Background: an optimization exercise with open tools, aiming at small area, a short achievable clock period and few clock cycles per item. Do not read the settings as production practice.
RTL that was checked went through simulation tests only; none was proved equivalent to the original.
Only the layout flow was run in run 1; the RTL was not checked for function there.
The clock input has no modelled driver; a real chip could not lean on it and would need a root buffer or a full tree.
No activity file was given, so power comes from the tool's default toggle rates.

--- design.v ---
package stackPkg;
    localparam int dataW = 8;
    localparam int addrW = 7;
    localparam int ringN = (1 << addrW) - 2;
    typedef enum logic [2:0] {
        opClear,
        opPush,
        opPop,
        opAdd,
        opSub
    } stackOp_t;
endpackage
`timescale 1ns/1ps
module stackTop (
    input logic clk,
    input logic arstN,
    input logic req,
    input stackPkg::stackOp_t op,
    input logic [stackPkg::dataW-1:0] value,
    output logic ack,
    output logic [stackPkg::dataW-1:0] topValue,
    output logic stackEmpty
);
    localparam int W = stackPkg::dataW;
    localparam int N = stackPkg::ringN;
    logic [W-1:0] top;
    logic [W-1:0] ring [0:N-1];
    logic pol;
    logic [3:0] pos;
    logic [3:0] posNext;
    logic [stackPkg::addrW-1:0] depth;
    logic empty;
    logic exec;
    logic isPush;
    logic isPop;
    logic isAdd;
    logic isSub;
    logic isClear;
    logic rotUp;
    logic rotDown;
    logic [W-1:0] second;
    logic [W-1:0] secR;
    logic [W-1:0] sum;
    logic [W-1:0] diff;
    logic [W-1:0] wrData;
    assign exec = req && !ack;
    assign isClear = exec && (op == stackPkg::opClear);
    assign isPush = exec && (op == stackPkg::opPush);
    assign isPop = exec && (op == stackPkg::opPop);
    assign isAdd = exec && (op == stackPkg::opAdd);
    assign isSub = exec && (op == stackPkg::opSub);
    always_comb begin
        second = ({W{pos[0]}} & ring[N-1])
               | ({W{pos[1]}} & ring[0])
               | ({W{pos[2]}} & ring[1])
               | ({W{pos[3]}} & ring[2]);
        second = second ^ {W{pol}};
    end
    always_ff @(posedge clk) begin
        secR <= second;
    end
    assign sum = secR + top;
    assign diff = secR - top;
    assign wrData = ~(top ^ {W{pol}});
    always_comb begin
        if (isPush) posNext = rotUp ? pos : {2'b00, pos[3:2]};
        else if (isPop || isAdd || isSub) posNext = rotUp ? {pos[1:0], 2'b00} : pos;
        else posNext = rotUp ? {pos[2:0], 1'b0} : {1'b0, pos[3:1]};
    end
    always_ff @(posedge clk or negedge arstN) begin
        if (!arstN) begin
            ack <= 1'b0;
            depth <= '0;
            empty <= 1'b1;
            pol <= 1'b0;
            pos <= 4'b0010;
            rotUp <= 1'b1;
            rotDown <= 1'b0;
        end else begin
            if (exec) ack <= 1'b1;
            else if (!req) ack <= 1'b0;
            pol <= !pol;
            pos <= posNext;
            rotUp <= posNext[0] || posNext[1];
            rotDown <= posNext[2] || posNext[3];
            if (isClear) begin
                depth <= '0;
                empty <= 1'b1;
            end else if (isPush) begin
                depth <= depth + 1'b1;
                empty <= 1'b0;
            end else if (isPop || isAdd || isSub) begin
                depth <= depth - 1'b1;
                empty <= (depth == 1);
            end
        end
    end
    always_ff @(posedge clk) begin
        if (isPush) top <= value;
        else if (isPop) top <= secR;
        else if (isAdd) top <= sum;
        else if (isSub) top <= diff;
    end
    for (genvar i = 0; i < N; i++) begin : g_ring
        logic [W-1:0] fromBelow;
        logic [W-1:0] fromAbove;
        logic [W-1:0] rotated;
        assign fromBelow = ring[(i + N - 1) % N];
        assign fromAbove = ring[(i + 1) % N];
        assign rotated = ~((fromAbove | {W{rotUp}}) & (fromBelow | {W{rotDown}}));
        if (i == 0 || i == N - 1) begin : g_write
            logic wrHere;
            assign wrHere = isPush && ((i == 0) ? (pos[1] || pos[3]) : (pos[0] || pos[2]));
            always_ff @(posedge clk) begin
                ring[i] <= wrHere ? wrData : rotated;
            end
        end else begin : g_plain
            always_ff @(posedge clk) begin
                ring[i] <= rotated;
            end
        end
    end
    assign topValue = top;
    assign stackEmpty = empty;
endmodule
--- run.sh ---
#!/bin/bash
# synth_recipe.tcl (not shown) runs the flow's synth.tcl, then flattens the netlist and writes it again
# the make line also repeats each setting of config.mk as NAME=value (left out here)
make -C /OpenROAD-flow-scripts/flow DESIGN_CONFIG=/design/flow/config.mk WORK_HOME=/design/flow/orfs CLKGATE_MAP_FILE= SYNTH_SCRIPT=/design/flow/synth_recipe.tcl finish
--- config.mk ---
export PLATFORM = sky130hd
export DESIGN_NAME = stackTop
export DESIGN_NICKNAME = stackTop
export VERILOG_FILES = /design/flow/design.v
export SDC_FILE = /design/flow/constraint.sdc
export NUM_CORES = 4
export LEC_CHECK = 0
export CAP_MARGIN = 20
export CORE_MARGIN = 2
export CORE_UTILIZATION = 40
export CTS_BUF_LIST = sky130_fd_sc_hd__clkbuf_8 sky130_fd_sc_hd__clkbuf_16
export CTS_CLUSTER_DIAMETER = 60
export CTS_CLUSTER_SIZE = 20
export SETUP_SLACK_MARGIN = 3.6
export SLEW_MARGIN = 20
--- constraint.sdc ---
create_clock -name core_clock -period 6.0 [get_ports {clk}]
set_input_delay 1.2000 -clock core_clock [delete_from_list [all_inputs] [get_ports {clk}]]
set_output_delay 1.2000 -clock core_clock [all_outputs]
set_load 0.01 [all_outputs]
==> impl_metrics.env, run 1 <==
export IMPL_timing_setup_critical_path_class="in -> reg"
export IMPL_critical_path_most_common_cell="sky130_fd_sc_hd__a21oi_2"
export IMPL_busiest_layer="met2"
export IMPL_clock_tree_htree_level_count=3
export IMPL_drt_pre_antenna_iters=5
export IMPL_critical_path_top_delay_family="simple AND/OR/NAND/NOR gates"
export IMPL_setup_repair_after_global_routing_missed_its_margin="yes"
export IMPL_cp_max_fo=7
export IMPL_worstHoldEndpoint="ring[100][2]$_DFF_P_"
export IMPL_postSynth_asyncResetShare_pct=1.538
export IMPL_layout_drive_gt1_share_pct=7.219
export IMPL_synth_cell_area_mm2=0.02973
export IMPL_wl_mm=52.46
export IMPL_cp_cell_sequence="buf_2 > and3b_2 > and2_4 > a21oi_2 > xor2_1 > ha_2 > a21oi_2 > o21ai_2 > or4b_4 > nor3_2 > nor3_1 > nand3_1"
export IMPL_hold_path_depth=1
export IMPL_edff_count_synth=8
export IMPL_sequential_cell_area_mm2=0.02099
export IMPL_detailedPlacementHpwl_mm=28.84
export IMPL_power_leakage_uw=0.01263
export IMPL_timing_hold_violations_final=0
export IMPL_timing_critical_path_to_type="flop"
export IMPL_run_status="timing/DRC/antenna clean"
export IMPL_grt_overflow_total=0
export IMPL_timing_max_slew_rel_slack_pct=33.61
export IMPL_final_antenna_net_count=0
export IMPL_number_of_global_route_vias_before_repair=18120
export IMPL_fin_setup_tns_ns=0
export IMPL_die_span_in_x_um=276.6
export IMPL_synthDominantAreaCellType="sky130_fd_sc_hd__dfxtp_1"
export IMPL_clock_sinks=1040
export IMPL_design_portCount=24
export IMPL_drt_vias_per_instance=5.549
export IMPL_placementRows=99
export IMPL_layout_area_overhead_vs_synth_pct=10.12
export IMPL_holdCritStartpoint="ring[99][2]$_DFF_P_"
export IMPL_die_y_um=276.6
export IMPL_yosys_warnings=2
export IMPL_multiInputGateArea_mm2=0.007914
export IMPL_floorplan_core_area_mm2=0.07333
export IMPL_start_util_pct=40.55
export IMPL_post_route_period_util_pct=49.33
export IMPL_drc=0
export IMPL_skew_ns=0.03164
export IMPL_grt_util_all_layers_pct=13.24
export IMPL_clk_pin_slew_worst_paths_ns=0.08
export IMPL_synth_net_count=2543
export IMPL_ys_flop_type="sky130_fd_sc_hd__dfxtp_1"
export IMPL_final_critical_period_ns=2.960
export IMPL_buffer_cell_driving_the_clock_tree_root="sky130_fd_sc_hd__clkbuf_16"
export IMPL_ys_ff_latch=1040
export IMPL_worstMarginPinSlew_ns=0.9959
export IMPL_tritoncts_clock_tree="done"
export IMPL_grt_util_met2_pct=21.06
export IMPL_cts_buffers=66
export IMPL_gp_weighted_congestion=0.7445
export IMPL_reg2reg_end="top[7]$_DFFE_PP_"
export IMPL_r2r_start="top[0]$_DFFE_PP_"
export IMPL_slowest_stage="sky130_fd_sc_hd__or4b_4"
export IMPL_final_max_slew_viol_count=0
export IMPL_power_per_cell_area_mw_per_mm2=683.8
export IMPL_drtIter0Drc=1102
export IMPL_synthCells=2515
export IMPL_nFillCells=6670
export IMPL_fp_dieArea_mm2=0.07653
export IMPL_max_stage_delay_ns=0.49
export IMPL_antenna_cells_inserted=0
export IMPL_ff2ff_setup_slack_ns=3.26
export IMPL_clk_latency_ns=0.62
export IMPL_grt_max_degree=226
export IMPL_placement_io_buffers=23
export IMPL_design_final_nets=2438
export IMPL_max_cap_violations=0
export IMPL_setup_worst_path_start_class="input pin"
export IMPL_post_cts_hold_buffer_count=0
export IMPL_syn_area_per_cell_um2=11.82
export IMPL_cp_num_buf_inv=1
export IMPL_antenna_found_initial=0
export IMPL_grt_util_met1_pct=18.47
export IMPL_ctsLongestPathBuffers=3
export IMPL_globalRouteMet3Util_pct=2.523
export IMPL_fmax_mhz=337.8
export IMPL_routed_vias=18770
export IMPL_wire_length_of_the_first_global_routing_pass_mm=88.81
export IMPL_worst_ep_required_time_ns=6.47
export IMPL_hold_ws_ns=0.4371
export IMPL_hp_class="reg -> reg"
export IMPL_synth_distinct_cells=53
export IMPL_maximum_vdd_drop_v=0.0003111
export IMPL_timing_critical_path_arrival_ns=3.43
export IMPL_yosys_top_cells_area="sky130_fd_sc_hd__dfxtp_1, sky130_fd_sc_hd__o22ai_1, sky130_fd_sc_hd__clkbuf_1"
export IMPL_ys_seq_area_share_pct=70.58
export IMPL_worst_r2r_path_depth=12
export IMPL_setup_viol=0
export IMPL_routedWlPerCell_um=15.51
export IMPL_netlist_area_leader_share_pct=68.41
worst max path at each step:
| stage | start | depth (start not counted) | endpoint |
|---|---|---|---|
| after floorplan | op[2] | 11 | top[6]$_DFFE_PP_ |
| after global placement | op[0] | 12 | top[7]$_DFFE_PP_ |
| after detailed placement | op[0] | 12 | top[7]$_DFFE_PP_ |
| after CTS | op[2] | 11 | top[6]$_DFFE_PP_ |
| after global routing | op[0] | 12 | top[7]$_DFFE_PP_ |
| final | op[0] | 12 | top[7]$_DFFE_PP_ |
per-stage QoR:
step | setup slack (ns) | utilization, % | total power [µW] | instances | cell area, µm²
4_1_cts | 3.074 | 44.33 | 22500 | 3370 | 32510
6_report | 3.040 | 44.65 | 22390 | 3383 | 32740
3_3_place_gp | 2.035 | 41.51 | 17550 | 3269 | 30440
2_1_floorplan | 2.651 | - | 16620 | 2515 | 29780
5_1_grt | 2.978 | 44.65 | 23940 | 3383 | 32740
3_5_place_dp | 2.045 | 41.51 | 18000 | 3269 | 30440
cells in the mapped netlist, types with 5 or more instances:
| library cell | n |
|---|---|
| sky130_fd_sc_hd__a21oi_1 | 34 |
| sky130_fd_sc_hd__xor2_1 | 15 |
| sky130_fd_sc_hd__nand2_1 | 19 |
| sky130_fd_sc_hd__ha_1 | 13 |
| sky130_fd_sc_hd__inv_1 | 6 |
| sky130_fd_sc_hd__dfrtp_1 | 13 |
| sky130_fd_sc_hd__mux2i_1 | 5 |
| sky130_fd_sc_hd__edfxtp_1 | 8 |
| sky130_fd_sc_hd__o21ai_0 | 9 |
| sky130_fd_sc_hd__buf_1 | 16 |
| sky130_fd_sc_hd__xnor2_1 | 17 |
| sky130_fd_sc_hd__clkbuf_1 | 204 |
| sky130_fd_sc_hd__nor2_1 | 36 |
| sky130_fd_sc_hd__nor3_1 | 6 |
| sky130_fd_sc_hd__o22ai_1 | 1010 |
| sky130_fd_sc_hd__buf_2 | 19 |
| sky130_fd_sc_hd__a22o_1 | 9 |
| sky130_fd_sc_hd__dfxtp_1 | 1016 |
| sky130_fd_sc_hd__nand3_1 | 5 |
| sky130_fd_sc_hd__a221oi_1 | 9 |
repair_timing:
| item | in CTS | in global routing |
|---|---|---|
| pin swaps | 9 | 17 |
| setup buffers | 18 | 12 |
| setup endpoints to repair | 692 | 296 |
| resized for setup | 73 | 30 |
| cloned | 1 | 1 |
placed cells by master (no fill, tap or decap), types with 4 or more instances in the layout:
cell                              synthesis  layout
sky130_fd_sc_hd__buf_4                    0      25
sky130_fd_sc_hd__a22o_1                   9       9
sky130_fd_sc_hd__dfxtp_1               1016    1016
sky130_fd_sc_hd__nor2_1                  36      33
sky130_fd_sc_hd__edfxtp_1                 8       8
sky130_fd_sc_hd__nor3_1                   6       6
sky130_fd_sc_hd__o22ai_1               1010    1010
sky130_fd_sc_hd__clkbuf_16                0      70
sky130_fd_sc_hd__inv_1                    6       6
sky130_fd_sc_hd__a21oi_1                 34      28
sky130_fd_sc_hd__nand2_1                 19      16
sky130_fd_sc_hd__xnor2_1                 17      16
sky130_fd_sc_hd__a221oi_1                 9       9
sky130_fd_sc_hd__dfrtp_1                 13      12
sky130_fd_sc_hd__ha_1                    13      12
sky130_fd_sc_hd__mux2i_1                  5       5
sky130_fd_sc_hd__a21oi_2                  0       6
sky130_fd_sc_hd__buf_12                   0       4
sky130_fd_sc_hd__clkdlybuf4s50_1          0       9
sky130_fd_sc_hd__o21ai_1                  1       6
sky130_fd_sc_hd__xor2_1                  15      14
sky130_fd_sc_hd__buf_2                   19       6
sky130_fd_sc_hd__buf_6                    1      16
sky130_fd_sc_hd__nand3_1                  5       5
logic make-up after synthesis:
logic type | Yosys count | share of synthesized area, %
buffers and inverters | 246 | 3.211
DFF | 1040 | 70.58
AOI/OAI and AO/OA | 1086 | 22.89
muxes | 8 | 0.2819
adders and majority gates | 14 | 0.6144
and+or+nand+nor | 89 | 1.481
xor gates and xnor gates | 32 | 0.9426
cell type report:
cell class,count,share of cell area (%)
multi-input cells,1229,24.17
repair buffers,67,2.217
inverters,6,0.06879
clock inverters,11,0.4051
flip-flops and latches,1040,64.12
well taps,959,3.665
clock buffers,71,5.358
power breakdown:
| group | internal, µW | switching [µW] |
|---|---|---|
| Sequential | 10500 | 1990 |
| Combinational | 2700 | 2860 |
| Clock | 2130 | 2210 |
| Total | 15300 | 7060 |
worst register-to-register path: cells and delay by family, from the launching register on:
kind,cells,cell delay (ns)
buffers and inverters,2,0.23
AND/OR/NAND/NOR,4,0.75
XOR/XNOR,1,0.17
adder cells (fa/ha/maj),2,0.60
flip-flops,1,0.36
AO/OA/AOI/OAI,3,0.50
routing by layer:
metal / vias up / part of all wire (%)
met5: - / 0
met3: 78 / 2.8
met4: 0 / 2.0
met1: 9050 / 49
met2: 193 / 46
li1: 9450 / -
state kept, by name, indices dropped and copies added, names as in the netlist:
| name | count |
|---|---|
| secR | 8 |
| rotDown | 1 |
| top | 8 |
| ack | 1 |
| pos | 4 |
| depth | 7 |
| pol | 1 |
| empty | 1 |
| ring | 1008 |
| rotUp | 1 |
==> run 2, diff against run 1 <==
--- a/design.v
+++ b/design.v
@@ -2,5 +2,5 @@
     localparam int dataW = 8;
     localparam int addrW = 7;
-    localparam int ringN = (1 << addrW) - 2;
+    localparam int ringN = (1 << addrW) - 3;
     typedef enum logic [2:0] {
         opClear,
@@ -25,4 +25,5 @@
     localparam int N = stackPkg::ringN;
     logic [W-1:0] top;
+    logic [W-1:0] second;
     logic [W-1:0] ring [0:N-1];
     logic pol;
@@ -30,5 +31,5 @@
     logic [3:0] posNext;
     logic [stackPkg::addrW-1:0] depth;
-    logic empty;
+    logic nonEmpty;
     logic exec;
     logic isPush;
@@ -37,10 +38,10 @@
     logic isSub;
     logic isClear;
+    logic shrink;
     logic rotUp;
     logic rotDown;
-    logic [W-1:0] second;
-    logic [W-1:0] secR;
-    logic [W-1:0] sum;
-    logic [W-1:0] diff;
+    logic [W-1:0] third;
+    logic [W-1:0] sumR;
+    logic [W-1:0] diffR;
     logic [W-1:0] wrData;
     assign exec = req && !ack;
@@ -50,20 +51,20 @@
     assign isAdd = exec && (op == stackPkg::opAdd);
     assign isSub = exec && (op == stackPkg::opSub);
+    assign shrink = isPop || isAdd || isSub;
     always_comb begin
-        second = ({W{pos[0]}} & ring[N-1])
-               | ({W{pos[1]}} & ring[0])
-               | ({W{pos[2]}} & ring[1])
-               | ({W{pos[3]}} & ring[2]);
-        second = second ^ {W{pol}};
+        third = ({W{pos[0]}} & ring[N-1])
+              | ({W{pos[1]}} & ring[0])
+              | ({W{pos[2]}} & ring[1])
+              | ({W{pos[3]}} & ring[2]);
+        third = third ^ {W{pol}};
     end
     always_ff @(posedge clk) begin
-        secR <= second;
+        sumR <= second + top;
+        diffR <= second - top;
     end
-    assign sum = secR + top;
-    assign diff = secR - top;
-    assign wrData = ~(top ^ {W{pol}});
+    assign wrData = ~(second ^ {W{pol}});
     always_comb begin
         if (isPush) posNext = rotUp ? pos : {2'b00, pos[3:2]};
-        else if (isPop || isAdd || isSub) posNext = rotUp ? {pos[1:0], 2'b00} : pos;
+        else if (shrink) posNext = rotUp ? {pos[1:0], 2'b00} : pos;
         else posNext = rotUp ? {pos[2:0], 1'b0} : {1'b0, pos[3:1]};
     end
@@ -72,5 +73,5 @@
             ack <= 1'b0;
             depth <= '0;
-            empty <= 1'b1;
+            nonEmpty <= 1'b0;
             pol <= 1'b0;
             pos <= 4'b0010;
@@ -86,11 +87,11 @@
             if (isClear) begin
                 depth <= '0;
-                empty <= 1'b1;
+                nonEmpty <= 1'b0;
             end else if (isPush) begin
                 depth <= depth + 1'b1;
-                empty <= 1'b0;
-            end else if (isPop || isAdd || isSub) begin
+                nonEmpty <= 1'b1;
+            end else if (shrink) begin
                 depth <= depth - 1'b1;
-                empty <= (depth == 1);
+                nonEmpty <= (depth != 1);
             end
         end
@@ -98,7 +99,9 @@
     always_ff @(posedge clk) begin
         if (isPush) top <= value;
-        else if (isPop) top <= secR;
-        else if (isAdd) top <= sum;
-        else if (isSub) top <= diff;
+        else if (isPop) top <= second;
+        else if (isAdd) top <= sumR;
+        else if (isSub) top <= diffR;
+        if (isPush) second <= top;
+        else if (shrink) second <= third;
     end
     for (genvar i = 0; i < N; i++) begin : g_ring
@@ -122,4 +125,4 @@
     end
     assign topValue = top;
-    assign stackEmpty = empty;
+    assign stackEmpty = !nonEmpty;
 endmodule
==> config.mk (replaced) <==
export PLATFORM = sky130hd
export DESIGN_NAME = stackTop
export DESIGN_NICKNAME = stackTop
export VERILOG_FILES = /design/flow/design.v
export SDC_FILE = /design/flow/constraint.sdc
export NUM_CORES = 4
export LEC_CHECK = 0
export ABC_AREA = 1
export CAP_MARGIN = 20
export CORE_MARGIN = 2
export CORE_UTILIZATION = 40
export CTS_BUF_LIST = sky130_fd_sc_hd__clkbuf_16
export CTS_CLUSTER_DIAMETER = 80
export CTS_CLUSTER_SIZE = 30
export SETUP_SLACK_MARGIN = 3.6
export SLEW_MARGIN = 20
==> run 2 against run 1 <==
Utilization decreased by 1.4 points. Non-clock buffer count shrank 11. Count of clock-buffer cells in the layout is 27 lower. Final cell count is 6.6% higher. Clock power shrank about 20%. Sequential share of layout area rose by 0.38 points. Sequential cell count is 7 higher. Hold slack worse by 0.0057 ns. Die area grew 3.6%. Sequential power up 4%. Register-to-register slack improved by 0.45 ns. Synthesized area grew 3.7%.
==> impl_metrics.env, run 2 <==
export IMPL_detailedPlacementHpwl_mm=30.81
export IMPL_mostFrequentLayoutCell="sky130_fd_sc_hd__dfxtp_1"
export IMPL_timing_critical_path_to_type="primary output"
export IMPL_wire_length_of_the_first_global_routing_pass_mm=88.82
export IMPL_ys_flop_type="sky130_fd_sc_hd__dfxtp_1"
export IMPL_muxShareOfSynthArea_pct=0
export IMPL_share_clk_of_total_power_pct=15.4
export IMPL_busiest_layer="met2"
export IMPL_worstMarginPinSlew_ns=1.292
export IMPL_ctsLongestPathBuffers=3
export IMPL_seq_power_share_pct=57.7
export IMPL_synthCells=2701
export IMPL_fmax_mhz=405.6
export IMPL_setup_worst_path_start_class="flop"
export IMPL_buffer_cell_driving_the_clock_tree_root="sky130_fd_sc_hd__clkbuf_16"
export IMPL_post_synth_and_or_nand_nor_area_fraction_pct=3.341
export IMPL_timing_max_slew_rel_slack_pct=13.86
export IMPL_postSynth_asyncResetShare_pct=1.528
export IMPL_cp_cell_sequence="buf_2"
export IMPL_synth_net_count=2734
export IMPL_layout_area_overhead_vs_synth_pct=6.715
export IMPL_hold_path_depth=1
export IMPL_worst_ep_required_time_ns=4.80
export IMPL_setup_viol=0
export IMPL_grt_max_degree=272
export IMPL_edff_count_synth=16
export IMPL_synth_most_common_cell="sky130_fd_sc_hd__dfxtp_1"
export IMPL_worst_r2r_path_depth=2
export IMPL_grt_overflow_total=0
export IMPL_netlist_area_leader_share_pct=65.93
export IMPL_yosys_area_share_adder_pct=0.8201
export IMPL_yosys_warnings=2
export IMPL_fin_setup_tns_ns=0
export IMPL_grt_util_met2_pct=20.73
export IMPL_drt_vias_per_instance=5.407
export IMPL_synth_top_cells_by_count="sky130_fd_sc_hd__dfxtp_1, sky130_fd_sc_hd__o22ai_1, sky130_fd_sc_hd__buf_2, sky130_fd_sc_hd__nand2_1, sky130_fd_sc_hd__inv_1"
export IMPL_drt_pre_antenna_iters=5
export IMPL_start_util_pct=40.51
export IMPL_sw_ratio_pct=33.28
export IMPL_placement_io_buffers=23
export IMPL_synth_compound_gate_area_share_pct=21.72
export IMPL_final_max_slew_viol_count=0
export IMPL_gp_weighted_congestion=0.7863
export IMPL_synth_cell_area_mm2=0.03082
export IMPL_largest_register_ffs=1000
export IMPL_drc=0
export IMPL_routedWlPerCell_um=14.85
export IMPL_cts_buffers=43
export IMPL_power_leakage_uw=0.01255
export IMPL_clock_sinks=1047
export IMPL_final_antenna_net_count=0
export IMPL_synth_xor_area_share_pct=0.6820
export IMPL_dominant_combinational_cell_family_by_area_after_synthesis="compound AO/OA/AOI/OAI gates"
export IMPL_timing_critical_path_arrival_ns=1.27
export IMPL_clk_latency_ns=0.63
export IMPL_routed_vias=19500
export IMPL_post_route_period_util_pct=41.09
export IMPL_power_per_cell_area_mw_per_mm2=687.0
export IMPL_timing_hold_violations_final=0
export IMPL_critical_path_top_delay_family="flip-flops"
export IMPL_placementRows=101
export IMPL_grt_util_all_layers_pct=12.94
export IMPL_tritoncts_clock_tree="done"
export IMPL_synthDominantAreaCellType="sky130_fd_sc_hd__dfxtp_1"
export IMPL_cp_max_fo=2
export IMPL_layout_drive_gt1_share_pct=5.396
export IMPL_fp_dieArea_mm2=0.07928
export IMPL_run_status="timing/DRC/antenna clean"
export IMPL_sequential_cell_area_mm2=0.02121
export IMPL_drtIter0Drc=1393
export IMPL_power_frac_comb_pct=26.9
export IMPL_die_span_in_x_um=281.6
export IMPL_timing_setup_critical_path_class="reg -> out"
export IMPL_slowest_stage="sky130_fd_sc_hd__edfxtp_1"
export IMPL_max_cap_violations=0
export IMPL_max_stage_delay_ns=0.46
export IMPL_antenna_found_initial=0
export IMPL_floorplan_core_area_mm2=0.07608
export IMPL_number_of_global_route_vias_before_repair=18450
export IMPL_die_y_um=281.6
export IMPL_yosys_top_cells_area="sky130_fd_sc_hd__dfxtp_1, sky130_fd_sc_hd__o22ai_1, sky130_fd_sc_hd__buf_2"
export IMPL_layout_cells_most_common_list="sky130_fd_sc_hd__dfxtp_1, sky130_fd_sc_hd__o22ai_1, sky130_fd_sc_hd__nand2_1"
export IMPL_maximum_vdd_drop_v=0.0003662
export IMPL_grt_util_met1_pct=18.11
export IMPL_antenna_cells_inserted=0
export IMPL_largest_register="ring"
export IMPL_wl_mm=53.54
export IMPL_internal_power_uw=15070
export IMPL_multiInputGateArea_mm2=0.008250
export IMPL_cp_depth=1
export IMPL_skew_ns=0.03569
export IMPL_setup_repair_after_global_routing_missed_its_margin="yes"
export IMPL_design_final_nets=2597
export IMPL_clock_tree_htree_level_count=2
export IMPL_power_switching_uw=7519
export IMPL_syn_area_per_cell_um2=11.41
export IMPL_cp_num_buf_inv=1
export IMPL_nFillCells=7139
export IMPL_design_portCount=24
export IMPL_clk_pin_slew_worst_paths_ns=0.11
export IMPL_globalRouteMet3Util_pct=2.005
export IMPL_ys_ff_latch=1047
export IMPL_final_core_util_pct=43.23
export IMPL_final_critical_period_ns=2.465
export IMPL_hp_class="reg -> reg"
export IMPL_synth_distinct_cells=41
export IMPL_ys_seq_area_share_pct=68.80
==> run 2: cell types whose count changed after synthesis, moves of 8 or more <==
| cell | delta |
|---|---|
| sky130_fd_sc_hd__clkbuf_1 | -144 |
| sky130_fd_sc_hd__buf_2 | +136 |
| sky130_fd_sc_hd__nand2_1 | +109 |
| sky130_fd_sc_hd__inv_1 | +64 |
| sky130_fd_sc_hd__nand3_1 | +35 |
| sky130_fd_sc_hd__a21oi_1 | -28 |
| sky130_fd_sc_hd__xnor2_1 | -15 |
| sky130_fd_sc_hd__o21ai_1 | +12 |
| sky130_fd_sc_hd__nor2_1 | -11 |
| sky130_fd_sc_hd__a221oi_1 | -9 |
| sky130_fd_sc_hd__a22o_1 | -8 |
| sky130_fd_sc_hd__edfxtp_1 | +8 |
| sky130_fd_sc_hd__nand4_1 | +8 |
==> run 2: area by class of cell <==
type / count / share of cell area (%)
clock inverters: 13 / 0.4908
well taps: 1030 / 3.918
repair buffers: 56 / 1.811
inverters: 75 / 0.8560
multi-input cells: 1341 / 25.09
flip-flops and latches: 1047 / 64.49
clock buffers: 44 / 3.348
==> run 2: metrics by stage <==
| step | setup slack [ns] | area, µm² | hold slack [ns] | total power, µW | cells |
|---|---|---|---|---|---|
| detailed placement | 2.367 | 31370 | 0.4230 | 19120 | 3524 |
| global route | 3.482 | 32890 | 0.4427 | 24190 | 3606 |
| finish | 3.535 | 32890 | 0.4315 | 22590 | 3606 |
| global placement | 2.418 | 31370 | 0.4196 | 18620 | 3524 |
| CTS | 3.472 | 32790 | 0.4192 | 22710 | 3598 |
| floorplan | 3.724 | 30820 | 0.4118 | 17780 | 2701 |
==> run 2: worst register-to-register path, stage by stage, from the launching register on <==
cell and delay (ns):
sky130_fd_sc_hd__dfstp_4 1.12, sky130_fd_sc_hd__bufbuf_16 0.70, sky130_fd_sc_hd__o22ai_1 0.28
==> run 2: worst paths after layout <==
path / slack (ns) / startpoint / end
max reg2reg: 3.71 / rotUp$_DFF_PN1_ / ring[67][3]$_DFF_P_
min in group asynchronous: 1.08 / arstN / depth[5]$_DFFE_PN0P_
max: 3.53 / top[0]$_DFFE_PP_ / topValue[0]
max in group asynchronous: 4.25 / arstN / rotDown$_DFF_PN0_
min: 0.43 / ring[121][6]$_DFF_P_ / ring[122][6]$_DFF_P_
min reg2reg: 0.43 / ring[121][6]$_DFF_P_ / ring[122][6]$_DFF_P_
==> run 2: cell families after synthesis <==
logic type / count (synthesis)
AO/OA/AOI/OAI: 1069
flip-flops: 1047
AND/OR/NAND/NOR: 226
adder cells (fa/ha/maj): 19
buffers and inverters: 316
XOR/XNOR: 24
==> run 2: repair_timing <==
action / CTS / global route
pin swaps: 1 / 2
buffers inserted: 14 / 6
hold buffers: 0 / 0
resized for setup: 52 / 3
endpoints found under the setup margin: 686 / 146
cloned: 3 / 2
==> run 2: metal layers <==
layer / wire, µm / part of all wire [%] / vias up
met3: 1829 / 3.4 / 64
met4: 992 / 1.9 / 0
met1: 26540 / 50 / 9234
met2: 24180 / 45 / 272
met5: 0 / 0 / -
li1: - / - / 9928
==> run 2: power by group through the flow <==
| stage | sequential (µW) | clock [µW] | combinational, µW |
|---|---|---|---|
| 2_1_floorplan | 12400 | 0 | 5420 |
| 3_3_place_gp | 13100 | 0 | 5530 |
| 3_5_place_dp | 13200 | 0 | 5890 |
| 4_1_cts | 13000 | 3640 | 6030 |
| 5_1_grt | 13500 | 3870 | 6840 |
| 6_report | 13000 | 3490 | 6070 |
Testbench counts of run 2, summed over its fixed seeds: cycles 24,000, items 12,000.
==> run 3, diff against run 2 <==
==> flow/run.sh (new file) <==
#!/bin/bash
set -euo pipefail
CTS="-sink_clustering_enable -repair_clock_nets -buf_list sky130_fd_sc_hd__clkbuf_16"
CTS="$CTS -dont_use_dummy_load -sink_clustering_size 30 -sink_clustering_max_diameter 80"
bash standard.sh "CTS_ARGS=$CTS" \
  "BUFFER_PORTS_ARGS=-buffer_cell sky130_fd_sc_hd__buf_4" finish > standard.log 2>&1
==> standard.sh (new file) <==
#!/bin/bash
# synth_recipe.tcl (not shown) runs the flow's synth.tcl, then flattens the netlist and writes it again
# the make line also repeats each setting of config.mk as NAME=value (left out here)
make -C /OpenROAD-flow-scripts/flow DESIGN_CONFIG=/design/flow/config.mk WORK_HOME=/design/flow/orfs CLKGATE_MAP_FILE= SYNTH_SCRIPT=/design/flow/synth_recipe.tcl "${@:-finish}"
--- a/config.mk
+++ b/config.mk
@@ -10,7 +10,4 @@
 export CORE_MARGIN = 2
 export CORE_UTILIZATION = 40
-export CTS_BUF_LIST = sky130_fd_sc_hd__clkbuf_16
-export CTS_CLUSTER_DIAMETER = 80
-export CTS_CLUSTER_SIZE = 30
-export SETUP_SLACK_MARGIN = 3.6
+export SETUP_SLACK_MARGIN = 3.8
 export SLEW_MARGIN = 20
removed: run.sh
==> run 3 against run 2 <==
Synthesized area is the same. Hold slack lost 0.055 ns. Largest cell class unchanged. Critical path type unchanged. Fmax grew 3.3%.
==> impl_metrics.env, run 3 <==
export IMPL_cp_cell_sequence="buf_6"
export IMPL_drtIter0Drc=1307
export IMPL_postSynth_asyncResetShare_pct=1.528
export IMPL_routedWlPerCell_um=14.68
export IMPL_grt_max_degree=268
export IMPL_setup_viol=0
export IMPL_tritoncts_clock_tree="done"
export IMPL_internal_power_uw=15040
export IMPL_setup_worst_path_start_class="flop"
export IMPL_edff_count_synth=16
export IMPL_routed_vias=19360
export IMPL_setup_repair_after_global_routing_missed_its_margin="yes"
export IMPL_synthDominantAreaCellType="sky130_fd_sc_hd__dfxtp_1"
export IMPL_layout_cells_most_common_list="sky130_fd_sc_hd__dfxtp_1, sky130_fd_sc_hd__o22ai_1, sky130_fd_sc_hd__nand2_1"
export IMPL_wl_mm=52.66
export IMPL_antenna_cells_inserted=0
export IMPL_placementRows=101
export IMPL_synth_net_count=2734
export IMPL_fmax_mhz=419.0
export IMPL_share_clk_of_total_power_pct=14.5
export IMPL_multiInputGateArea_mm2=0.008200
export IMPL_cp_num_buf_inv=1
export IMPL_maximum_vdd_drop_v=0.0004576
export IMPL_slowest_stage="sky130_fd_sc_hd__edfxtp_1"
export IMPL_antenna_found_initial=0
export IMPL_fp_dieArea_mm2=0.07928
export IMPL_final_critical_period_ns=2.387
export IMPL_grt_util_all_layers_pct=12.56
export IMPL_post_route_period_util_pct=39.78
export IMPL_placement_io_buffers=23
export IMPL_layout_area_overhead_vs_synth_pct=6.163
export IMPL_start_util_pct=40.51
export IMPL_final_antenna_net_count=0
export IMPL_synth_cell_area_mm2=0.03082
export IMPL_dpl_cell_count=3526
export IMPL_largest_register_ffs=1000
export IMPL_buffer_cell_driving_the_clock_tree_root="sky130_fd_sc_hd__clkbuf_16"
export IMPL_design_final_nets=2591
export IMPL_timing_hold_violations_final=0
export IMPL_worst_ep_required_time_ns=4.80
export IMPL_syn_area_per_cell_um2=11.41
export IMPL_drt_vias_per_instance=5.398
export IMPL_yosys_top_cells_area="sky130_fd_sc_hd__dfxtp_1, sky130_fd_sc_hd__o22ai_1, sky130_fd_sc_hd__buf_2"
export IMPL_synth_top_cells_by_count="sky130_fd_sc_hd__dfxtp_1, sky130_fd_sc_hd__o22ai_1, sky130_fd_sc_hd__buf_2, sky130_fd_sc_hd__nand2_1, sky130_fd_sc_hd__inv_1"
export IMPL_ys_flop_type="sky130_fd_sc_hd__dfxtp_1"
export IMPL_max_cap_violations=0
export IMPL_synth_distinct_cells=41
export IMPL_number_of_global_route_vias_before_repair=17980
export IMPL_ys_ff_latch=1047
export IMPL_synth_most_common_cell="sky130_fd_sc_hd__dfxtp_1"
export IMPL_cp_max_fo=2
export IMPL_sequential_cell_area_mm2=0.02121
export IMPL_drc=0
export IMPL_ys_seq_area_share_pct=68.80
export IMPL_met1_length_mm=26.79
export IMPL_nFillCells=7074
export IMPL_power_frac_comb_pct=27.4
export IMPL_max_stage_delay_ns=0.47
export IMPL_gp_weighted_congestion=0.7933
export IMPL_met3WireLength_mm=1.572
export IMPL_top_layer_used="met4"
export IMPL_cts_buffers=44
export IMPL_fin_setup_tns_ns=0
export IMPL_hold_ws_ns=0.3766
export IMPL_synthCells=2701
export IMPL_clock_tree_htree_level_count=2
export IMPL_timing_critical_path_to_type="primary output"
export IMPL_critical_path_top_delay_family="flip-flops"
export IMPL_clk_latency_ns=0.58
export IMPL_yosys_warnings=2
export IMPL_largest_register="ring"
export IMPL_power_switching_uw=7384
export IMPL_grt_overflow_total=0
export IMPL_die_y_um=281.6
export IMPL_mostFrequentLayoutCell="sky130_fd_sc_hd__dfxtp_1"
export IMPL_sw_ratio_pct=32.93
export IMPL_drt_pre_antenna_iters=5
export IMPL_clk_pin_slew_worst_paths_ns=0.10
export IMPL_die_span_in_x_um=281.6
export IMPL_dr_wl_met2_mm=23.50
export IMPL_power_per_cell_area_mw_per_mm2=685.4
export IMPL_netlist_area_leader_share_pct=65.93
export IMPL_wire_length_of_the_first_global_routing_pass_mm=86.84
export IMPL_fin_cells=3586
export IMPL_final_max_slew_viol_count=0
export IMPL_timing_setup_critical_path_class="reg -> out"
export IMPL_hp_class="reg -> reg"
export IMPL_ctsLongestPathBuffers=3
export IMPL_run_status="timing/DRC/antenna clean"
export IMPL_skew_ns=0.08269
export IMPL_timing_critical_path_arrival_ns=1.19
export IMPL_timing_max_slew_rel_slack_pct=22.09
export IMPL_worstMarginPinSlew_ns=1.169
export IMPL_final_core_util_pct=43.01
export IMPL_design_portCount=24
export IMPL_clock_sinks=1047
export IMPL_power_leakage_uw=0.01246
export IMPL_layout_drive_gt1_share_pct=5.203
export IMPL_detailedPlacementHpwl_mm=30.54
export IMPL_seq_power_share_pct=58.1
export IMPL_floorplan_core_area_mm2=0.07608
[run 3: final cells by class]
class | count | share of cell area (%)
clock buffers | 44 | 3.365
inverters | 75 | 0.8604
multi-input cells | 1338 | 25.06
flip-flops and latches | 1047 | 64.83
well taps | 1030 | 3.939
repair buffers | 52 | 1.946
[run 3: power by group through the flow]
stage / combinational, µW / clock [µW] / sequential (µW)
after floorplan: 5420 / 0 / 12400
after global placement: 5510 / 0 / 13100
after detailed placement: 5850 / 0 / 13300
after CTS: 6010 / 3410 / 13000
after global routing: 6910 / 3650 / 13500
final: 6150 / 3250 / 13000
[run 3: logic make-up after synthesis]
group / Yosys count / share of synthesized area, %
buffers and inverters: 316 / 4.636
and+or+nand+nor: 226 / 3.341
AOI/OAI and AO/OA: 1069 / 21.72
xor gates and xnor gates: 24 / 0.6820
adders and majority gates: 19 / 0.8201
DFF: 1047 / 68.80
[run 3: per-stage QoR]
step | area (µm²) | worst slack [ns] | total power, µW
after floorplan | 30820 | 3.804 | 17780
after global placement | 31320 | 3.138 | 18620
after detailed placement | 31320 | 3.089 | 19100
after CTS | 32600 | 3.573 | 22460
after global routing | 32720 | 3.561 | 24020
final | 32720 | 3.613 | 22430
[run 3: path summary, 6_finish.rpt]
check / to / start / slack (ns) / depth (start not counted)
max: topValue[2] / top[2]$_DFFE_PP_ / 3.61 / 1
max in group asynchronous: pos[1]$_DFF_PN1_ / arstN / 5.26 / 1
max reg2reg: ring[53][3]$_DFF_P_ / rotDown$_DFF_PN0_ / 3.85 / 2
min reg2reg: ring[122][6]$_DFF_P_ / ring[121][6]$_DFF_P_ / 0.38 / 1
min: ring[122][6]$_DFF_P_ / ring[121][6]$_DFF_P_ / 0.38 / 1
min in group asynchronous: depth[2]$_DFFE_PN0P_ / arstN / 0.46 / 1
[run 3: per-layer routing]
metal / GRT usage, % / vias to the layer above
met1: 18.10 / 9179
met4: 2.987 / 0
met3: 1.889 / 52
met5: 0 / -
met2: 19.83 / 218
li1: - / 9910
[run 3: what timing repair did]
| item | 4_1_cts | 5_1_grt |
|---|---|---|
| resized for setup | 18 | 5 |
| setup buffers | 10 | 4 |
| hold buffers | 0 | 0 |
| cloned | 0 | 2 |
| endpoints found under the setup margin | 940 | 208 |
==> run 4, diff against run 3 <==
--- a/design.v
+++ b/design.v
@@ -25,4 +25,5 @@
     localparam int N = stackPkg::ringN;
     logic [W-1:0] top;
+    logic [W-1:0] topOut;
     logic [W-1:0] second;
     logic [W-1:0] ring [0:N-1];
@@ -97,4 +98,14 @@
         end
     end
+    always_ff @(posedge clk or negedge arstN) begin
+        if (!arstN) begin
+            topOut <= '0;
+        end else begin
+            if (isPush) topOut <= value;
+            else if (isPop) topOut <= second;
+            else if (isAdd) topOut <= sumR;
+            else if (isSub) topOut <= diffR;
+        end
+    end
     always_ff @(posedge clk) begin
         if (isPush) top <= value;
@@ -124,5 +135,5 @@
         end
     end
-    assign topValue = top;
+    assign topValue = topOut;
     assign stackEmpty = !nonEmpty;
 endmodule
==> flow/run.sh (replaced) <==
#!/bin/bash
# The standard layout (the standard.sh, standard synthesis unchanged), with these
# changes to how the layout is made:
# - port buffers are buf_4 cells; by default buffer_ports picks clkdlybuf4s50_1, a delay
#   cell of about 0.5 ns that repair_timing never swaps out on the input side;
# - clock tree: clkbuf_16 only, sink clusters of up to 30 flip-flops within 80 um, and no
#   dummy loads;
# - after CTS, noroot.tcl removes the tree's root buffer, which only fans out to the 4
#   buffers of the next level: the clock port drives those 4 pins directly.
# Each tool's full output goes to a log in the work folder (standard_cts.log,
# noroot.log, standard_finish.log); ORFS's per-step logs stay under orfs/logs/.
set -euo pipefail
CTS="-sink_clustering_enable -repair_clock_nets -buf_list sky130_fd_sc_hd__clkbuf_16"
CTS="$CTS -dont_use_dummy_load -sink_clustering_size 30 -sink_clustering_max_diameter 80"
ARGS=("CTS_ARGS=$CTS" "BUFFER_PORTS_ARGS=-buffer_cell sky130_fd_sc_hd__buf_4")
bash standard.sh "${ARGS[@]}" cts > standard_cts.log 2>&1
R="$PWD/orfs/results/$FLOW_PLATFORM/stackTop/base"
IN_ODB="$R/4_cts.odb" OUT_ODB="$R/4_cts.odb" openroad -no_init -exit flow/noroot.tcl > noroot.log 2>&1
bash standard.sh "${ARGS[@]}" finish > standard_finish.log 2>&1
==> flow/noroot.tcl (new file) <==
read_db $::env(IN_ODB)
set block [ord::get_db_block]
set clkNet [$block findNet clk]
set rootInst ""
foreach it [$clkNet getITerms] { set rootInst [$it getInst] }
set nLoads [llength [$clkNet getITerms]]
if {$nLoads != 1} { puts "noroot: clk feeds $nLoads pins, left as it is"; write_db $::env(OUT_ODB); exit 0 }
set master [[$rootInst getMaster] getName]
set outNet ""
foreach it [$rootInst getITerms] { if {[$it isOutputSignal]} { set outNet [$it getNet] } }
set loads {}
foreach it [$outNet getITerms] { if {[$it getInst] ne $rootInst} { lappend loads $it } }
if {[llength $loads] > 4 || ![string match "*clkbuf*" $master]} {
  puts "noroot: root $master drives [llength $loads] pins, left as it is"; write_db $::env(OUT_ODB); exit 0
}
puts "noroot: removing [$rootInst getName] ($master), clk now drives [llength $loads] pins"
foreach it $loads { $it disconnect; $it connect $clkNet }
foreach it [$rootInst getITerms] { $it disconnect }
odb::dbInst_destroy $rootInst
odb::dbNet_destroy $outNet
write_db $::env(OUT_ODB)
==> run 4 against run 3 <==
Non-clock buffer count unchanged. Clock skew fell by 0.033 ns. Utilization is 0.063 points lower. Synthesized cell count rose by 1.8%. Via count is 3.2% higher. Sequential share of layout area shrank 0.15 points. Critical path type is now in -> reg. Largest power group unchanged.
==> impl_metrics.env, run 4 <==
export IMPL_synth_top_cells_by_count="sky130_fd_sc_hd__dfxtp_1, sky130_fd_sc_hd__o22ai_1, sky130_fd_sc_hd__nand2_1, sky130_fd_sc_hd__clkbuf_1, sky130_fd_sc_hd__buf_2"
export IMPL_die_y_um=282.3
export IMPL_clock_sinks=1055
export IMPL_timing_critical_path_arrival_ns=2.43
export IMPL_seq_power_share_pct=58.2
export IMPL_final_max_slew_viol_count=0
export IMPL_max_stage_delay_ns=0.21
export IMPL_drtIter0Drc=1318
export IMPL_largest_register_ffs=1000
export IMPL_final_critical_period_ns=2.147
export IMPL_max_cap_violations=0
export IMPL_timing_critical_path_to_type="flop"
export IMPL_largest_register="ring"
export IMPL_setup_worst_path_start_class="input pin"
export IMPL_edff_count_synth=16
export IMPL_cp_cell_sequence="buf_4 > nand2_2 > nor2_4 > nand2_2 > nand2_8 > nand3_1 > nand2_1 > nand2_1 > nor2_1"
export IMPL_syn_area_per_cell_um2=11.26
export IMPL_setup_repair_after_global_routing_missed_its_margin="yes"
export IMPL_ys_seq_area_share_pct=69.10
export IMPL_synth_net_count=2783
export IMPL_placementRows=102
export IMPL_synth_most_common_cell="sky130_fd_sc_hd__dfxtp_1"
export IMPL_design_portCount=24
export IMPL_yosys_warnings=2
export IMPL_clk_latency_ns=0.40
export IMPL_fin_setup_tns_ns=0
export IMPL_grt_util_all_layers_pct=13.19
export IMPL_postSynth_asyncResetShare_pct=2.275
export IMPL_setup_viol=0
export IMPL_layout_drive_gt1_share_pct=4.755
export IMPL_layout_area_overhead_vs_synth_pct=6.871
export IMPL_antenna_cells_inserted=0
export IMPL_routedWlPerCell_um=15.13
export IMPL_post_route_period_util_pct=35.78
export IMPL_worstMarginPinSlew_ns=1.075
export IMPL_synthDominantAreaCellType="sky130_fd_sc_hd__dfxtp_1"
export IMPL_drt_pre_antenna_iters=5
export IMPL_grt_overflow_total=0
export IMPL_worst_ep_required_time_ns=6.29
export IMPL_skew_ns=0.04953
export IMPL_drc=0
export IMPL_post_cts_hold_buffer_count=0
export IMPL_start_util_pct=40.18
export IMPL_sw_ratio_pct=33.41
export IMPL_layout_cells_most_common_list="sky130_fd_sc_hd__dfxtp_1, sky130_fd_sc_hd__o22ai_1, sky130_fd_sc_hd__nand2_1"
export IMPL_ys_ff_latch=1055
export IMPL_power_switching_uw=7640
export IMPL_timing_hold_violations_final=0
export IMPL_yosys_top_cells_area="sky130_fd_sc_hd__dfxtp_1, sky130_fd_sc_hd__o22ai_1, sky130_fd_sc_hd__nand2_1"
export IMPL_number_of_global_route_vias_before_repair=18880
export IMPL_antenna_found_initial=0
export IMPL_wire_length_of_the_first_global_routing_pass_mm=91.87
export IMPL_floorplan_core_area_mm2=0.07708
export IMPL_share_clk_of_total_power_pct=14.0
export IMPL_cp_max_fo=20
export IMPL_synth_distinct_cells=38
export IMPL_slowest_stage="sky130_fd_sc_hd__nand2_8"
export IMPL_ys_flop_type="sky130_fd_sc_hd__dfxtp_1"
export IMPL_fmax_mhz=465.9
export IMPL_power_frac_comb_pct=27.8
export IMPL_wl_mm=55.20
export IMPL_run_status="timing/DRC/antenna clean"
export IMPL_timing_setup_critical_path_class="in -> reg"
export IMPL_design_final_nets=2643
export IMPL_synthCells=2750
export IMPL_timing_max_slew_rel_slack_pct=28.32
export IMPL_final_antenna_net_count=0
export IMPL_hold_path_depth=1
export IMPL_detailedPlacementHpwl_mm=31.04
export IMPL_power_per_cell_area_mw_per_mm2=690.9
export IMPL_synth_cell_area_mm2=0.03098
export IMPL_maximum_vdd_drop_v=0.0004237
export IMPL_routed_vias=19990
export IMPL_power_leakage_uw=0.01259
export IMPL_clk_pin_slew_worst_paths_ns=0.10
export IMPL_fp_dieArea_mm2=0.07968
export IMPL_placement_io_buffers=23
export IMPL_worst_r2r_path_depth=2
export IMPL_grt_max_degree=255
export IMPL_die_span_in_x_um=282.3
export IMPL_internal_power_uw=15230
export IMPL_hp_class="reg -> reg"
export IMPL_hold_ws_ns=0.3827
export IMPL_mostFrequentLayoutCell="sky130_fd_sc_hd__dfxtp_1"
export IMPL_final_core_util_pct=42.95
export IMPL_drt_vias_per_instance=5.479
export IMPL_netlist_area_leader_share_pct=65.60
export IMPL_gp_weighted_congestion=0.7897
## run 4: cell count changes in the layout (fill, tap and decap cells not counted), sizes merged, moves of 3 or more
| cell | previous run | this run |
|---|---|---|
| dfrtp | 14 | 22 |
| inv | 74 | 78 |
| nand2 | 131 | 177 |
| nand3 | 43 | 51 |
| nand4 | 11 | 5 |
| o22ai | 1014 | 1011 |
| or2 | 8 | 1 |
## run 4: cell type report
cell class,instances,area (µm²)
sequential,1055,21410
fill,7181,43980
inverter,79,304.0
clock buffer,43,1076
timing repair buffer,52,678.2
multi-input combinational,1379,8334
tap,1040,1301
## run 4: power by group through the flow
| stage | registers, µW | clock network [µW] | logic (µW) |
|---|---|---|---|
| after detailed placement | 13500 | 0 | 6050 |
| after global routing | 13800 | 3590 | 7180 |
| after global placement | 13300 | 0 | 5670 |
| after CTS | 13300 | 3430 | 6200 |
| after floorplan | 12600 | 0 | 5420 |
| final | 13300 | 3210 | 6360 |
## run 4: path summary, 6_finish.rpt
path / startpoint / end / slack, ns
max: req / depth[5]$_DFFE_PN0P_ / 3.85
min: ring[4][2]$_DFF_P_ / ring[5][2]$_DFF_P_ / 0.38
max reg2reg: rotDown$_DFF_PN0_ / ring[71][6]$_DFF_P_ / 3.94
min reg2reg: ring[4][2]$_DFF_P_ / ring[5][2]$_DFF_P_ / 0.38
max in group asynchronous: arstN / pos[1]$_DFF_PN1_ / 4.99
min in group asynchronous: arstN / depth[2]$_DFFE_PN0P_ / 0.71
## run 4: logic make-up (layout without fill, tap and decap cells)
logic type	count (synthesis)	in the layout	synth area share, %
adder cells (fa/ha/maj)	19	19	0.8159
flip-flops	1055	1055	69.10
AO/OA/AOI/OAI	1067	1067	21.45
AND/OR/NAND/NOR	267	269	3.716
buffers and inverters	318	174	4.245
XOR/XNOR	24	24	0.6786
## run 4: per-stage QoR
stage	worst slack [ns]	cell area, µm²	cells	power (µW)
3_3_place_gp	2.660	31610	3585	19010
3_5_place_dp	2.610	31610	3585	19510
5_1_grt	3.750	33100	3648	24520
4_1_cts	3.647	32880	3634	22970
6_report	3.853	33100	3648	22870
2_1_floorplan	3.784	31000	2750	18000
## run 4: critical path: cells and delay by family
kind | cells | cell delay, ns
and+or+nand+nor | 8 | 1.11
buffers and inverters | 1 | 0.13
## run 4: per-layer routing
metal	vias to the layer above	wire length, µm	share of wire (%)	global-route usage, %
li1	10070	-	-	-
met1	9626	27120	49	18.67
met2	232	25620	46	21.58
met3	57	1727	3.1	1.900
met4	0	733	1.3	2.469
met5	-	0	0	0
## run 4: repair_timing
item / 4_1_cts / 5_1_grt
cloned: 3 / 3
pin swaps: 1 / 3
resized for setup: 16 / 12
endpoints found under the setup margin: 484 / 745
buffers inserted: 2 / 12
Testbench counts of run 4, summed over its fixed seeds: cycles 24,000, items 12,000.
==> run 5, diff against run 4 <==
--- a/design.v
+++ b/design.v
@@ -26,4 +26,6 @@
     logic [W-1:0] top;
     logic [W-1:0] topOut;
+    logic [W-1:0] topNext;
+    logic topLoad;
     logic [W-1:0] second;
     logic [W-1:0] ring [0:N-1];
@@ -40,4 +42,7 @@
     logic isClear;
     logic shrink;
+    logic pendPush;
+    logic pendShrink;
+    logic pendClear;
     logic rotUp;
     logic rotDown;
@@ -66,6 +71,6 @@
     assign wrData = ~(second ^ {W{pol}});
     always_comb begin
-        if (isPush) posNext = rotUp ? pos : {2'b00, pos[3:2]};
-        else if (shrink) posNext = rotUp ? {pos[1:0], 2'b00} : pos;
+        if (pendPush) posNext = rotUp ? pos : {2'b00, pos[3:2]};
+        else if (pendShrink) posNext = rotUp ? {pos[1:0], 2'b00} : pos;
         else posNext = rotUp ? {pos[2:0], 1'b0} : {1'b0, pos[3:1]};
     end
@@ -79,4 +84,7 @@
             rotUp <= 1'b1;
             rotDown <= 1'b0;
+            pendPush <= 1'b0;
+            pendShrink <= 1'b0;
+            pendClear <= 1'b0;
         end else begin
             if (exec) ack <= 1'b1;
@@ -86,31 +94,25 @@
             rotUp <= posNext[0] || posNext[1];
             rotDown <= posNext[2] || posNext[3];
-            if (isClear) begin
-                depth <= '0;
-                nonEmpty <= 1'b0;
-            end else if (isPush) begin
-                depth <= depth + 1'b1;
-                nonEmpty <= 1'b1;
-            end else if (shrink) begin
-                depth <= depth - 1'b1;
-                nonEmpty <= (depth != 1);
-            end
+            pendPush <= isPush;
+            pendShrink <= shrink;
+            pendClear <= isClear;
+            if (pendClear) depth <= '0;
+            else if (pendPush) depth <= depth + 1'b1;
+            else if (pendShrink) depth <= depth - 1'b1;
+            if (isClear) nonEmpty <= 1'b0;
+            else if (isPush) nonEmpty <= 1'b1;
+            else if (shrink) nonEmpty <= (depth != 1);
         end
     end
-    always_ff @(posedge clk or negedge arstN) begin
-        if (!arstN) begin
-            topOut <= '0;
-        end else begin
-            if (isPush) topOut <= value;
-            else if (isPop) topOut <= second;
-            else if (isAdd) topOut <= sumR;
-            else if (isSub) topOut <= diffR;
-        end
+    assign topLoad = isPush || isPop || isAdd || isSub;
+    always_comb begin
+        topNext = value;
+        if (isPop) topNext = second;
+        else if (isAdd) topNext = sumR;
+        else if (isSub) topNext = diffR;
     end
     always_ff @(posedge clk) begin
-        if (isPush) top <= value;
-        else if (isPop) top <= second;
-        else if (isAdd) top <= sumR;
-        else if (isSub) top <= diffR;
+        top <= topLoad ? topNext : topOut;
+        topOut <= topLoad ? topNext : top;
         if (isPush) second <= top;
         else if (shrink) second <= third;
==> run 5 against run 4 <==
Synthesized cell count increased by 1.6%. Setup slack better by 0.017 ns. Critical path depth decreased by 7. Register-to-register slack barely moved. Combinational power is 95% lower. First-iteration DRC count is 0.83% higher. Clock power barely moved. Wire length fell by 3.6%. Utilization is 0.22 points lower. Largest cell class unchanged. Largest power group unchanged.
==> impl_metrics.env, run 5 <==
export IMPL_run_status="timing/DRC/antenna clean"
export IMPL_placementRows=102
export IMPL_drc=0
export IMPL_largest_register_ffs=1000
export IMPL_timing_hold_violations_final=0
export IMPL_clk_pin_slew_worst_paths_ns=0.11
export IMPL_power_per_cell_area_mw_per_mm2=325.2
export IMPL_floorplan_core_area_mm2=0.07734
export IMPL_synth_net_count=2826
export IMPL_synth_distinct_cells=38
export IMPL_gp_weighted_congestion=0.7413
export IMPL_number_of_global_route_vias_before_repair=18740
export IMPL_yosys_warnings=2
export IMPL_synth_most_common_cell="sky130_fd_sc_hd__dfxtp_1"
export IMPL_postSynth_asyncResetShare_pct=1.796
export IMPL_ys_seq_area_share_pct=68.49
export IMPL_design_final_nets=2669
export IMPL_total_power_uw=10750
export IMPL_drt_pre_antenna_iters=4
export IMPL_timing_max_slew_rel_slack_pct=30.34
export IMPL_setup_viol=0
export IMPL_final_max_slew_viol_count=0
export IMPL_ys_ff_latch=1058
export IMPL_setup_repair_after_global_routing_missed_its_margin="no"
export IMPL_max_cap_violations=0
export IMPL_timing_critical_path_arrival_ns=0.93
export IMPL_detailedPlacementHpwl_mm=31.29
export IMPL_ys_flop_type="sky130_fd_sc_hd__dfxtp_1"
export IMPL_routedWlPerCell_um=14.48
export IMPL_dpl_cell_count=3623
export IMPL_worst_ep_required_time_ns=4.80
export IMPL_edff_count_synth=8
export IMPL_wl_mm=53.20
export IMPL_design_portCount=24
export IMPL_setup_worst_path_start_class="flop"
export IMPL_drt_vias_per_instance=5.421
export IMPL_grt_max_degree=280
export IMPL_hp_class="reg -> reg"
export IMPL_sequential_cell_area_mm2=0.02138
export IMPL_final_antenna_net_count=0
export IMPL_multiInputGateArea_mm2=0.008383
export IMPL_maximum_vdd_drop_v=0.0001750
export IMPL_worstMarginPinSlew_ns=1.045
export IMPL_synth_top_cells_by_count="sky130_fd_sc_hd__dfxtp_1, sky130_fd_sc_hd__o22ai_1, sky130_fd_sc_hd__nand2_1, sky130_fd_sc_hd__buf_2, sky130_fd_sc_hd__clkbuf_1"
export IMPL_final_critical_period_ns=2.129
export IMPL_skew_ns=0.04945
export IMPL_fin_setup_tns_ns=0
export IMPL_post_route_period_util_pct=35.49
export IMPL_timing_critical_path_to_type="primary output"
export IMPL_grt_util_all_layers_pct=12.65
export IMPL_synth_cell_area_mm2=0.03118
export IMPL_layout_drive_gt1_share_pct=5.011
export IMPL_nFillCells=7273
export IMPL_clk_latency_ns=0.43
export IMPL_synthDominantAreaCellType="sky130_fd_sc_hd__dfxtp_1"
export IMPL_yosys_top_cells_area="sky130_fd_sc_hd__dfxtp_1, sky130_fd_sc_hd__o22ai_1, sky130_fd_sc_hd__nand2_1"
export IMPL_fmax_mhz=469.6
export IMPL_fin_cells=3674
export IMPL_fp_dieArea_mm2=0.08021
export IMPL_grt_overflow_total=0
export IMPL_antenna_found_initial=0
export IMPL_ff2ff_setup_slack_ns=3.93
export IMPL_drtIter0Drc=1329
export IMPL_start_util_pct=40.32
export IMPL_synthCells=2793
export IMPL_timing_setup_critical_path_class="reg -> out"
export IMPL_die_span_in_x_um=283.2
export IMPL_placement_io_buffers=23
export IMPL_layout_cells_most_common_list="sky130_fd_sc_hd__dfxtp_1, sky130_fd_sc_hd__o22ai_1, sky130_fd_sc_hd__nand2_1"
export IMPL_netlist_area_leader_share_pct=66.19
export IMPL_layout_area_overhead_vs_synth_pct=5.979
export IMPL_routed_vias=19920
export IMPL_power_leakage_uw=0.01354
export IMPL_mostFrequentLayoutCell="sky130_fd_sc_hd__dfxtp_1"
export IMPL_die_y_um=283.2
export IMPL_cp_max_fo=2
export IMPL_wire_length_of_the_first_global_routing_pass_mm=90.96
export IMPL_clock_sinks=1058
export IMPL_syn_area_per_cell_um2=11.16
export IMPL_antenna_cells_inserted=0
export IMPL_largest_register="ring"
==> run 5: cells by family after synthesis <==
kind of cell,after synthesis,synth area share (%)
xor gates and xnor gates,16,0.4494
adders and majority gates,19,0.8105
buffers and inverters,333,4.691
DFF,1058,68.49
and+or+nand+nor,307,4.257
AOI/OAI and AO/OA,1060,21.30
==> run 5: worst paths after layout <==
kind | cells past startpoint | startpoint | end
min in group asynchronous | 1 | arstN | rotDown$_DFF_PN0_
max in group asynchronous | 1 | arstN | pos[1]$_DFF_PN1_
worst min-delay path | 1 | ring[121][3]$_DFF_P_ | ring[122][3]$_DFF_P_
worst max-delay path | 2 | nonEmpty$_DFFE_PN0P_ | stackEmpty
worst max register to register | 2 | rotUp$_DFF_PN1_ | ring[73][0]$_DFF_P_
worst min register to register | 1 | ring[121][3]$_DFF_P_ | ring[122][3]$_DFF_P_
==> run 5: report_power, final <==
group,switching [µW],total [µW],internal (µW)
Clock,1920,3210,1290
Sequential,64.8,7190,7130
Combinational,209,347,138
Total,2190,10700,8560
==> run 5: repair_timing <==
item,4_1_cts,5_1_grt
gates resized for setup,25,3
cloned,1,1
pin swaps,0,0
setup endpoints to repair,903,565
setup buffers,4,2
hold buffers,0,0
==> run 5: worst max-delay path: stages (launching register included) <==
cell,delay (ns)
sky130_fd_sc_hd__dfrtp_1,0.38
sky130_fd_sc_hd__inv_1,0.06
sky130_fd_sc_hd__buf_4,0.11
==> run 5: per-stage QoR <==
stage | hold WS, ns | setup WS, ns | cell area (µm²) | util, %
4_1_cts | 0.3998 | 3.628 | 32980 | 42.64
2_1_floorplan | 0.4032 | 3.894 | 31180 | -
3_5_place_dp | 0.4187 | 3.250 | 31710 | 41.00
3_3_place_gp | 0.4143 | 3.321 | 31710 | 41.00
6_report | 0.3942 | 3.871 | 33050 | 42.73
5_1_grt | 0.3997 | 3.820 | 33050 | 42.73
==> run 5: area by class of cell <==
cell class | instances | area share [%]
timing repair buffer | 42 | 1.726
inverter | 89 | 1.026
sequential | 1058 | 64.69
clock buffer | 43 | 3.256
tap | 1040 | 3.938
multi-input combinational | 1402 | 25.37
==> run 5: metal layers <==
layer / vias up / GRT usage, % / share of wire [%]
met5: - / 0 / 0
met4: 0 / 3.003 / 1.7
met3: 58 / 1.594 / 2.5
met2: 202 / 20.50 / 46
met1: 9536 / 17.98 / 50
li1: 10120 / - / -
Testbench counts of run 5, summed over its fixed seeds: cycles 24,000, items 12,000.
==> run 6, diff against run 5 <==
==> run.sh (new file) <==
#!/bin/bash
# synth_recipe.tcl (not shown) runs the flow's synth.tcl, then flattens the netlist and writes it again
# the make line also repeats each setting of config.mk as NAME=value (left out here)
make -C /OpenROAD-flow-scripts/flow DESIGN_CONFIG=/design/flow/config.mk WORK_HOME=/design/flow/orfs CLKGATE_MAP_FILE= SYNTH_SCRIPT=/design/flow/synth_recipe.tcl finish
--- a/config.mk
+++ b/config.mk
@@ -10,4 +10,7 @@
 export CORE_MARGIN = 2
 export CORE_UTILIZATION = 40
-export SETUP_SLACK_MARGIN = 3.8
+export CTS_BUF_LIST = sky130_fd_sc_hd__clkbuf_16
+export CTS_CLUSTER_DIAMETER = 80
+export CTS_CLUSTER_SIZE = 30
+export SETUP_SLACK_MARGIN = 3.6
 export SLEW_MARGIN = 20
removed: flow/run.sh
removed: flow/noroot.tcl
removed: standard.sh
==> run 6 against run 5 <==
Highest routed layer unchanged. Final cell count grew 0.57%. Via count is 0.48% lower. Clock skew fell by 0.015 ns. Setup slack got worse by 0.25 ns. Non-clock buffer count is 1 lower. Still clean. Critical path type unchanged. First-iteration DRC count shrank 13%. Fmax down 10%. Cell area increased by 0.78%.
==> impl_metrics.env, run 6 <==
export IMPL_fmax_mhz=420.5
export IMPL_drt_pre_antenna_iters=5
export IMPL_synth_most_common_cell="sky130_fd_sc_hd__dfxtp_1"
export IMPL_maximum_vdd_drop_v=0.0002038
export IMPL_synth_distinct_cells=38
export IMPL_timing_hold_violations_final=0
export IMPL_fp_dieArea_mm2=0.08021
export IMPL_design_portCount=24
export IMPL_power_per_cell_area_mw_per_mm2=336.5
export IMPL_antenna_found_initial=0
export IMPL_synth_cell_area_mm2=0.03118
export IMPL_final_antenna_net_count=0
export IMPL_wl_mm=54.17
export IMPL_crit_path_start="nonEmpty$_DFFE_PN0P_"
export IMPL_cp_num_buf_inv=2
export IMPL_routedWlPerCell_um=14.66
export IMPL_ys_ff_latch=1058
export IMPL_final_critical_period_ns=2.378
export IMPL_timing_max_slew_rel_slack_pct=28.45
export IMPL_placement_setup_worst_slack_ns=2.760
export IMPL_holdCritStartpoint="ring[37][6]$_DFF_P_"
export IMPL_drc=0
export IMPL_die_span_in_x_um=283.2
export IMPL_max_cap_violations=0
export IMPL_hp_class="reg -> reg"
export IMPL_routed_vias=19820
export IMPL_start_util_pct=40.32
export IMPL_edff_count_synth=8
export IMPL_power_leakage_uw=0.01365
export IMPL_syn_area_per_cell_um2=11.16
export IMPL_gp_weighted_congestion=0.7638
export IMPL_clk_latency_ns=0.63
export IMPL_run_status="timing/DRC/antenna clean"
export IMPL_worst_ep_required_time_ns=4.80
export IMPL_post_route_cell_area_mm2=0.03331
export IMPL_cp_cell_sequence="inv_2 > buf_6"
export IMPL_timing_critical_path_to_type="primary output"
export IMPL_ff2ff_setup_slack_ns=3.72
export IMPL_placement_io_buffers=23
export IMPL_skew_ns=0.03436
export IMPL_synthCells=2793
export IMPL_drt_vias_per_instance=5.364
export IMPL_reg2reg_end="ring[55][1]$_DFF_P_"
export IMPL_synth_net_count=2826
export IMPL_drtIter0Drc=1157
export IMPL_setup_repair_after_global_routing_missed_its_margin="yes"
export IMPL_tritoncts_clock_tree="done"
export IMPL_timing_critical_path_arrival_ns=1.18
export IMPL_clk_pin_slew_worst_paths_ns=0.10
export IMPL_setup_viol=0
export IMPL_worst_r2r_path_depth=3
export IMPL_fin_setup_tns_ns=0
export IMPL_ctsLongestPathBuffers=3
export IMPL_ys_seq_area_share_pct=68.49
export IMPL_setup_worst_path_start_class="flop"
export IMPL_clock_sinks=1058
export IMPL_yosys_top_cells_area="sky130_fd_sc_hd__dfxtp_1, sky130_fd_sc_hd__o22ai_1, sky130_fd_sc_hd__nand2_1"
export IMPL_buffer_cell_driving_the_clock_tree_root="sky130_fd_sc_hd__clkbuf_16"
export IMPL_cts_buffers=46
export IMPL_clock_tree_htree_level_count=2
export IMPL_worstHoldEndpoint="ring[38][6]$_DFF_P_"
export IMPL_layout_area_overhead_vs_synth_pct=6.809
export IMPL_layout_drive_gt1_share_pct=5.122
export IMPL_grt_max_degree=246
export IMPL_die_y_um=283.2
export IMPL_number_of_global_route_vias_before_repair=18960
export IMPL_grt_overflow_total=0
export IMPL_design_final_nets=2671
export IMPL_post_route_period_util_pct=39.63
export IMPL_postSynth_asyncResetShare_pct=1.796
export IMPL_antenna_cells_inserted=0
export IMPL_cp_max_fo=2
export IMPL_max_stage_delay_ns=0.41
export IMPL_slowest_stage="sky130_fd_sc_hd__dfrtp_1"
export IMPL_ys_flop_type="sky130_fd_sc_hd__dfxtp_1"
export IMPL_yosys_warnings=2
export IMPL_largest_register="ring"
export IMPL_mostFrequentLayoutCell="sky130_fd_sc_hd__dfxtp_1"
export IMPL_netlist_area_leader_share_pct=66.19
export IMPL_grt_util_all_layers_pct=13.00
export IMPL_placementRows=102
export IMPL_synthDominantAreaCellType="sky130_fd_sc_hd__dfxtp_1"
export IMPL_detailedPlacementHpwl_mm=32.61
export IMPL_synth_top_cells_by_count="sky130_fd_sc_hd__dfxtp_1, sky130_fd_sc_hd__o22ai_1, sky130_fd_sc_hd__nand2_1, sky130_fd_sc_hd__buf_2, sky130_fd_sc_hd__clkbuf_1"
export IMPL_hold_path_depth=1
export IMPL_final_max_slew_viol_count=0
export IMPL_worstMarginPinSlew_ns=1.073
export IMPL_timing_final_ws_setup_ns=3.622
export IMPL_hold_ws_ns=0.4110
export IMPL_floorplan_core_area_mm2=0.07734
export IMPL_wire_length_of_the_first_global_routing_pass_mm=91.87
export IMPL_largest_register_ffs=1000
export IMPL_r2r_start="rotDown$_DFF_PN0_"
export IMPL_critical_path_top_delay_family="flip-flops"
export IMPL_timing_setup_critical_path_class="reg -> out"
export IMPL_placement_cell_area_mm2=0.03180
export IMPL_layout_cells_most_common_list="sky130_fd_sc_hd__dfxtp_1, sky130_fd_sc_hd__o22ai_1, sky130_fd_sc_hd__nand2_1"
-- run 6: report_power, final --
| part | total (µW) | leakage [µW] | internal (µW) | switching, µW |
|---|---|---|---|---|
| sequential | 7190 | 0.00901 | 7130 | 67.1 |
| combinational | 338 | 0.00395 | 123 | 215 |
| clock | 3680 | 0.000691 | 1480 | 2200 |
-- run 6: worst max path at each step --
stage / endpoint / depth (start not counted)
finish: stackEmpty / 2
global route: stackEmpty / 2
CTS: stackEmpty / 2
detailed placement: top[1]$_DFF_P_ / 7
global placement: topOut[7]$_DFF_P_ / 8
floorplan: second[4]$_DFFE_PP_ / 7
-- run 6: stage by stage --
step	power (µW)	util, %	instances
after global placement	7707	41.12	3626
after floorplan	7562	-	2793
after CTS	11400	42.99	3694
after detailed placement	7708	41.12	3626
after global routing	11680	43.06	3695
final	11210	43.06	3695
-- run 6: layout make-up --
type	count	area [µm²]
fillers	7252	44030
flip-flops and latches	1058	21380
multi-input cells	1402	8383
well taps	1040	1301
clock buffers	46	1151
repair buffers	41	499.2
inverters	89	339.1
clock inverters	19	252.7
-- run 6: what timing repair did --
item                                    4_1_cts  5_1_grt
setup buffers                                 3        0
endpoints found under the setup margin      456       81
resized for setup                            54        6
pin swaps                                     0        0
hold endpoints to repair                      0        0
hold buffers                                  0        0
-- run 6: logic make-up (layout without fill, tap and decap cells) --
logic type / count (synthesis) / count (layout) / share of synthesized area (%)
AO/OA/AOI/OAI: 1060 / 1060 / 21.30
buffers and inverters: 333 / 195 / 4.691
AND/OR/NAND/NOR: 307 / 307 / 4.257
flip-flops: 1058 / 1058 / 68.49
XOR/XNOR: 16 / 16 / 0.4494
adder cells (fa/ha/maj): 19 / 19 / 0.8105
-- run 6: metal layers --
metal	part of all wire (%)	up-vias	track usage (%)	routed length, µm
li1	-	10150	-	-
met1	50	9436	18.55	27110
met2	45	173	20.59	24550
met3	2.8	62	1.892	1519
met4	1.8	0	3.492	989
met5	0	-	0	0

Setup slack of run 6, layout unchanged: 3.622 ns with ideal ports, 3.559 ns with driving cells assumed (clock clkbuf_16, inputs buf_2), 3.064 ns with port delays also shifted by the 0.678 ns mid clock arrival.
